This is an optimization exercise on Yosys and OpenROAD, whose aim is small area, a short achievable clock period and few clock cycles per item, not a production implementation. Only simulation tests tie the RTL to the original design; equivalence was not proved. Power is estimated from default activity; no workload was simulated.

## run 1
// handle_registry_sorted_table
module handle_registry_sorted_table #(
  parameter int unsigned CAPACITY    = 64,
  parameter int unsigned VALUE_WIDTH = 32
) (
  input  logic                clk_i,
  input  logic                rst_ni,
  input  logic                in_valid_i,
  output logic                in_stall_o,
  input  hrst_pkg::in_item_t  in_item_i,
  output logic                out_valid_o,
  input  logic                out_stall_i,
  output hrst_pkg::out_item_t out_item_o
);
clock: 10.0 ns
lec_check: 0
cap_margin: 20
core_margin: 2
core_utilization: 55
cts_cluster_diameter: 100
cts_cluster_size: 24
slew_margin: 20
synth_memory_max_bits: 8192
standard.sh (not shown) runs the stock make flow with config.mk's settings and CLKGATE_MAP_FILE= SYNTH_SCRIPT=/design/flow/synth_recipe.tcl, a recipe that flattens the netlist after the stock synthesis.
==> flow/flow/run.sh <==
#!/bin/bash
# Layout: the standard flow (standard.sh) with two changes to how it optimises:
#  - the input and output ports are buffered by sky130_fd_sc_hd__buf_4 instead of the cell
#    buffer_ports picks by default (a delay buffer);
#  - timing repair aims for setup slack SETUP_SLACK_MARGIN ns beyond the constraint, so that it
#    works on the paths that set the achieved period. The clock and the SDC are the standard flow's.
# The make output goes to flow_make.log here; ORFS's own logs stay under orfs/logs/.
set -euo pipefail
export BUFFER_PORTS_ARGS="-buffer_cell sky130_fd_sc_hd__buf_4"
export SETUP_SLACK_MARGIN=6.5
bash standard.sh > flow_make.log 2>&1
Layout checks on run 1: not met. Flow itself completed; violations: antenna violations.
Testbench counts of run 1, summed over its fixed seeds: cycles 16,037, items 16,000.
## Diff of input files: run 2 against run 1
Settings: CTS_CLUSTER_SIZE: 24 -> unset; CTS_CLUSTER_DIAMETER: 100 -> unset; SLEW_MARGIN: 20 -> 40; CORE_UTILIZATION: 55 -> 40; CAP_MARGIN: 20 -> 30.
Results
- Run 2 was carried through to the last stage, and its layout satisfied the timing, DRC and antenna checks.
- Run 1 finished all stages; layout check result: FAIL, due to antenna violations.
- When the final numbers for run 2 and run 1 were put side by side, the wire length per cell turned out to be smaller in run 2.
- Summary: with run 1 as the reference, total power draw in run 2 moved up by more than 10%.
- Of run 2 and run 1, it is run 2 that has the lower biggest cell delay along the critical path.
- The detailed-route wire length number comes out lower for run 1 vs run 2.
- Detailed-router iteration count before antenna repair (run 2 over run 1): decrease, 1
- Insertion delay of the later-clocked pin in the worst-skew pair: run 2 vs run 1 up 30 ps
- Die footprint came out higher on run 2 than on run 1.
- Fill cell instance count of the final layout for run 2 is higher than for run 1.
- End of the critical path = out_item_o[35]: run 2; end of the critical path = out_item_o[7]: run 1
Here is what was changed in the inputs of run 3 compared with run 2.
Settings: CTS_CLUSTER_SIZE now 24, previously not set; CTS_CLUSTER_DIAMETER now 100, previously not set.
## What came out
- [flow] run 3 | stages: complete | final checks: fail | reason: antenna violations
- Final total power of run 3 falls short of that of run 2 by more than 10%.
- Run 3 vs run 2 — power density relative to cell area dropped 9.6%.
- Between run 2 and run 3, the clock tree buffer depth does not differ in any meaningful way.
- Setup slack in run 3 is larger than in run 2.
- Run 3 vs. run 2: shortest period the worst path allows lost 9.4 ps; post-route cell area lower; post-synthesis to final-layout area growth now sits lower.
- Global-route usage: higher on run 2

Another version of the RTL of handle_registry_sorted_table (not shown whole).
For scale: ~4800 flip-flops, roughly 150000 um2 of cells after synthesis.
Settings: LEC_CHECK=0, CAP_MARGIN=30, CORE_MARGIN=2, CORE_UTILIZATION=40, CTS_BUF_LIST=sky130_fd_sc_hd__clkbuf_4 sky130_fd_sc_hd__clkbuf_8 sky130_fd_sc_hd__clkbuf_16, CTS_CLUSTER_DIAMETER=100, CTS_CLUSTER_SIZE=24, SLEW_MARGIN=40, SYNTH_MEMORY_MAX_BITS=8192; clock period 10.0 ns.
==> flow/flow/run.sh <==
#!/bin/bash
# Layout: the standard flow (standard.sh) with these changes to how it optimises:
#  - the input and output ports are buffered by sky130_fd_sc_hd__buf_4 instead of the cell
#    buffer_ports picks by default (a delay buffer);
#  - timing repair aims for setup slack SETUP_SLACK_MARGIN ns beyond the constraint, so that it
#    works on the paths that set the achieved period. The clock and the SDC are the standard flow's;
#  - antenna repair gets more iterations after global routing, and after detailed routing
#    flow/post_drt.tcl repairs any antenna violation left and routes again.
# The make output goes to flow_make.log here; ORFS's own logs stay under orfs/logs/.
set -euo pipefail
export BUFFER_PORTS_ARGS="-buffer_cell sky130_fd_sc_hd__buf_4"
export SETUP_SLACK_MARGIN=6.5
export MAX_REPAIR_ANTENNAS_ITER_GRT=10
export POST_DETAIL_ROUTE_TCL="$PWD/flow/post_drt.tcl"
bash standard.sh > flow_make.log 2>&1
==> flow/flow/post_drt.tcl <==
# Sourced by ORFS after detailed routing (POST_DETAIL_ROUTE_TCL). While antenna violations
# remain, repair them again with a ratio margin (diodes or layer jumpers) and route again.
global all_args
set extra_iter 0
while { [check_antennas] && $extra_iter < 4 } {
  repair_antennas -ratio_margin 20
  detailed_route {*}$all_args
  incr extra_iter
}
Testbench counts at the start, summed over its fixed seeds: cycles 16,037, items 16,000.
Edit:
- CTS_BUF_LIST: sky130_fd_sc_hd__clkbuf_4 sky130_fd_sc_hd__clkbuf_8 sky130_fd_sc_hd__clkbuf_16 -> not set
After rerunning:
- wire length barely changes
- power drops by 0.66%
- worst setup slack improves by 19 ps
- clock power stays flat
- area after synthesis is unchanged
- count of clock-buffer cells in the layout is unchanged
- worst hold slack degrades by 6.5 ps
- global-route usage stays flat
- design area barely changes
- core utilization drops by 0.10 points
- non-clock buffer count stays the same

Another version of the RTL of handle_registry_sorted_table (not shown whole).
For scale: about 11000 cells after synthesis, about 4800 flip-flops, roughly 150 I/O pins, about 150000 µm² of cells after synthesis.
==> flow/config.mk <==
export PLATFORM = sky130hd
export DESIGN_NAME = handle_registry_sorted_table
export DESIGN_NICKNAME = handle_registry_sorted_table
export VERILOG_FILES = /design/flow/design.v
export SDC_FILE = /design/flow/constraint.sdc
export NUM_CORES = 4
export LEC_CHECK = 0
export CAP_MARGIN = 20
export CORE_MARGIN = 2
export CORE_UTILIZATION = 50
export CTS_CLUSTER_DIAMETER = 100
export CTS_CLUSTER_SIZE = 24
export SLEW_MARGIN = 20
export SYNTH_MEMORY_MAX_BITS = 8192
==> flow/constraint.sdc <==
create_clock -name core_clock -period 10.0 [get_ports {clk_i}]
set_input_delay 2.0000 -clock core_clock [delete_from_list [all_inputs] [get_ports {clk_i}]]
set_output_delay 2.0000 -clock core_clock [all_outputs]
set_load 0.01 [all_outputs]
Scripts as last shown in full above: flow/flow/run.sh, flow/flow/post_drt.tcl
Testbench counts at the start, summed over its fixed seeds: cycles 16,175, items 16,000.
Rerun with:
CAP_MARGIN = 30   (was 20)
CORE_UTILIZATION = 40   (was 50)
SLEW_MARGIN = 40   (was 20)
What happened: The changed run completed with no timing, DRC or antenna violations. Die area goes up by 25%. Cell area goes up by about 1.2%. Setup slack is worse by 0.26 ns. Hold slack is better by 0.013 ns.

[separate check: timing with driven ports]
The results above use ideal ports. As a check the final layouts listed here were re-extracted and re-timed, cells and wires unchanged. Step 1 (the two cells are an assumption about what drives the block):
set clk [get_ports {clk_i}]
set_driving_cell -lib_cell sky130_fd_sc_hd__clkbuf_16 $clk
set_driving_cell -lib_cell sky130_fd_sc_hd__buf_2 [delete_from_list [all_inputs] $clk]
Step 2 adds t to the input delays and takes it off the output delays; t is the mean of the earliest and latest rising clock arrival at the registers after step 1. Input paths then give back, and output paths get back, about the clock's delay inside the block. Three values: ideal, step 1, step 2; two values: the first two.
run | t, ns | slack for setup (ns) | hold slack, ns | worst setup path after step 2 | slew at the worst register clock pin (ns)
run 1 | 1.052 | 6.306 / 6.196 / 6.110 | 0.274 / 0.274 / 0.274 | input, reset recovery | 0.11 / 0.11
run 2 | 1.103 | 6.290 / 6.171 / 6.314 | 0.325 / 0.325 / 0.325 | input to register | 0.07 / 0.07
run 3 | 1.094 | 6.300 / 6.182 / 6.262 | 0.333 / 0.333 / 0.333 | input to register | 0.11 / 0.11
the first run of note 2 | 1.062 | 6.336 / 6.231 / 6.298 | 0.318 / 0.318 / 0.318 | input to register | 0.11 / 0.11
the second run of note 2 | 1.058 | 6.355 / 6.250 / 6.299 | 0.312 / 0.312 / 0.312 | input to register | 0.11 / 0.11
the first run of note 3 | 1.034 | 6.357 / 6.253 / 6.287 | 0.302 / 0.302 / 0.302 | input to register | 0.11 / 0.11
the second run of note 3 | 1.083 | 6.100 / 5.986 / 6.353 | 0.315 / 0.315 / 0.315 | input to register | 0.11 / 0.11
For run 1, which loses most, drivers alone change the setup slack by -0.110 ns; drivers and shift together by -0.196 ns. The worst setup slack also covers recovery checks on asynchronous resets.
